What follows belongs to an exercise in optimizing a design on an open flow for small area, a short achievable clock period and few clock cycles per item; a production flow would make more cautious choices. Power and IR drop assume default switching activity.

Setup of the previous run:
## matrixTpu
module matrixTpu (
    input  logic         clk,
    input  logic         rst,
    input  logic [13:0]  wrReq,     
    input  logic         start,
    output logic         busy,
    output logic [70:0]  result,    
    output logic         done
);
Settings: LEC_CHECK=0, ABC_CLOCK_PERIOD_IN_PS=2200, CAP_MARGIN=20, CORE_MARGIN=2, CORE_UTILIZATION=40, CTS_CLUSTER_DIAMETER=100, CTS_CLUSTER_SIZE=30, SETUP_SLACK_MARGIN=3.2, SLEW_MARGIN=20; clock period 5.5 ns.
run.sh (not shown) runs the stock make flow with config.mk's settings and CLKGATE_MAP_FILE= SYNTH_SCRIPT=/design/flow/synth_recipe.tcl, a recipe that flattens the netlist after the stock synthesis.
diff inputs: the previous run => the current run
--- a/flow/design.v
+++ b/flow/design.v
@@ -183,18 +183,17 @@
                 2'd2:    src = HB;
                 default: src = HWork;
             endcase
             emit    = hv[src];
             load    = hv[src];
             emitRow = hr[src];
         end
     end
-    logic [1:0] nEm;                
-    assign last = nEm == 2'd3;
+    assign last = (em | (4'd1 << emitRow)) == 4'hf;
     logic [1:0] rk;                 
     logic       repOk, repNeed, injRep;
     logic [1:0] repRow, repRowD;
     logic [6:0] repA;
     always_comb begin
         repNeed = 1'b0;
         repRow  = '0;
         for (int r = 3; r >= 0; r--) begin
@@ -328,72 +327,69 @@
         );
         always_ff @(posedge clk) begin
             p1s[c*16 +: 16] <= s;
             p1c[c*16 +: 16] <= cy;
         end
     end
     localparam logic [16:0] FreshBase = 17'd44032;
     logic [67:0] ws;                
-    logic [19:0] wc;                
+    logic [15:0] wc;                
     logic [67:0] wsNew;
-    logic [19:0] wcNew;
+    logic [15:0] wcNew;
     for (genvar c = 0; c < 4; c++) begin : gAcc
         logic [16:0] bs, ps, pc, x, y;
-        logic [5:1]  bc;
+        logic [4:1]  bc;
         assign bs = p1fresh ? FreshBase : ws[c*17 +: 17];
-        assign bc = p1fresh ? 5'd0      : wc[c*5 +: 5];
+        assign bc = p1fresh ? 4'd0      : wc[c*4 +: 4];
         assign ps = {1'b0, p1s[c*16 +: 16]};
         assign pc = {1'b0, p1c[c*16 +: 16]};
         assign x = bs ^ ps ^ pc;
         assign y = {(bs[15:0] & ps[15:0]) | (bs[15:0] & pc[15:0]) | (ps[15:0] & pc[15:0]), 1'b0};
-        assign {wcNew[c*5 + 0], wsNew[c*17 +  0 +: 3]} = {1'b0, x[2:0]}   + {1'b0, y[2:0]};
-        assign {wcNew[c*5 + 1], wsNew[c*17 +  3 +: 3]} = {1'b0, x[5:3]}   + {1'b0, y[5:3]}   + {3'd0, bc[1]};
-        assign {wcNew[c*5 + 2], wsNew[c*17 +  6 +: 3]} = {1'b0, x[8:6]}   + {1'b0, y[8:6]}   + {3'd0, bc[2]};
-        assign {wcNew[c*5 + 3], wsNew[c*17 +  9 +: 3]} = {1'b0, x[11:9]}  + {1'b0, y[11:9]}  + {3'd0, bc[3]};
-        assign {wcNew[c*5 + 4], wsNew[c*17 + 12 +: 3]} = {1'b0, x[14:12]} + {1'b0, y[14:12]} + {3'd0, bc[4]};
-        assign wsNew[c*17 + 15 +: 2] = x[16:15] + y[16:15] + {1'b0, bc[5]};
+        assign {wcNew[c*4 + 0], wsNew[c*17 +  0 +: 4]} = {1'b0, x[3:0]}   + {1'b0, y[3:0]};
+        assign {wcNew[c*4 + 1], wsNew[c*17 +  4 +: 4]} = {1'b0, x[7:4]}   + {1'b0, y[7:4]}   + {4'd0, bc[1]};
+        assign {wcNew[c*4 + 2], wsNew[c*17 +  8 +: 4]} = {1'b0, x[11:8]}  + {1'b0, y[11:8]}  + {4'd0, bc[2]};
+        assign {wcNew[c*4 + 3], wsNew[c*17 + 12 +: 4]} = {1'b0, x[15:12]} + {1'b0, y[15:12]} + {4'd0, bc[3]};
+        assign wsNew[c*17 + 16] = x[16] ^ y[16] ^ bc[4];
     end
     always_ff @(posedge clk) begin
         if (p1v) begin
             ws <= wsNew;
             wc <= wcNew;
         end
     end
     logic [63:0] fin;
     logic [63:0] slotA, slotB;
     for (genvar c = 0; c < 4; c++) begin : gFin
         logic [16:0] sum;
-        assign sum = ws[c*17 +: 17] + {1'b0, wc[c*5 + 4], 2'd0, wc[c*5 + 3], 2'd0,
-                                       wc[c*5 + 2], 2'd0, wc[c*5 + 1], 2'd0, wc[c*5 + 0], 3'd0};
+        assign sum = ws[c*17 +: 17] + {wc[c*4 + 3], 3'd0, wc[c*4 + 2], 3'd0,
+                                       wc[c*4 + 1], 3'd0, wc[c*4 + 0], 4'd0};
         assign fin[c*16 +: 16] = sum[16] ? 16'd0 : sum[15:0];    
     end
     always_ff @(posedge clk) begin
         if (copy && copyTo == HA) slotA <= fin;
         if (copy && copyTo == HB) slotB <= fin;
     end
     logic        outValid, doneR;
     logic [1:0]  outRow;
     logic [63:0] outData;
     always_ff @(posedge clk or posedge rst) begin
         if (rst) begin
             bsy      <= 1'b0;
             em       <= '0;
-            nEm      <= '0;
             phase    <= '0;
             outValid <= 1'b0;
             outRow   <= '0;
             doneR    <= 1'b0;
         end else begin
             outValid <= emit;
             doneR    <= emit && last;
             if (emit) begin
                 outRow      <= emitRow;
                 em[emitRow] <= 1'b1;
-                nEm         <= nEm + 2'd1;
             end
             if (bsy && phase != 2'd3) phase <= phase + 2'd1;
             if (startAcc) begin
                 bsy   <= 1'b1;
                 phase <= 2'd1;
             end
             if (emit && last) begin
                 bsy   <= 1'b0;
[summary]
- The current run went all the way through synthesis, placement and routing and the layout is clean on timing, DRC and antenna.
- The current run vs the previous run: layout multi-input combinational cell count down
- The dominant combinational cell family by area after synthesis comes out compound AO/OA/AOI/OAI gates in one run and adder cells in the other, namely in the previous run and the current run respectively.
- When the current run is measured against the previous run, its final worst setup slack turns out 0.029 ns lower.
- Going from the previous run to the current run, chip width lower, sequential cell count lower, via count lower.
- Compared with the previous run, in the current run arrival time at the worst endpoint dropped 0.09 ns, final design utilization lower.
- As of the current run, internal power of the cells had risen slightly compared to the previous run.
Function was not checked in any run of this note: the RTL went through the layout flow alone.

## separate check: timing with driven ports
The results above use ideal ports. As a check the final layouts listed here were re-extracted and re-timed, cells and wires unchanged.
Step 1, drivers: a clkbuf_16 drives clk and a buf_2 each remaining input, both assumed.
Step 2 also shifts input and output timing later by t, the mid clock arrival at the registers, as if the neighbouring blocks saw the same clock.
Slacks: no drivers / after step 1 / after step 2; pairs: no drivers / after step 1.
| run | t, ns | setup WS [ns] | hold slack, ns | worst setup path at the end | pins driven straight from the clock port |
|---|---|---|---|---|---|
| the previous run | 0.707 | 2.943 / 2.943 / 2.500 | 0.338 / 0.338 / 0.338 | input to register | 1 |
| the current run | 0.709 | 2.914 / 2.914 / 2.508 | 0.338 / 0.338 / 0.338 | input to register | 1 |
After both steps every run listed still meets setup and hold. The setup slack of the previous run, which loses most, moves by 0.000 ns with the drivers and by -0.443 ns with both steps.
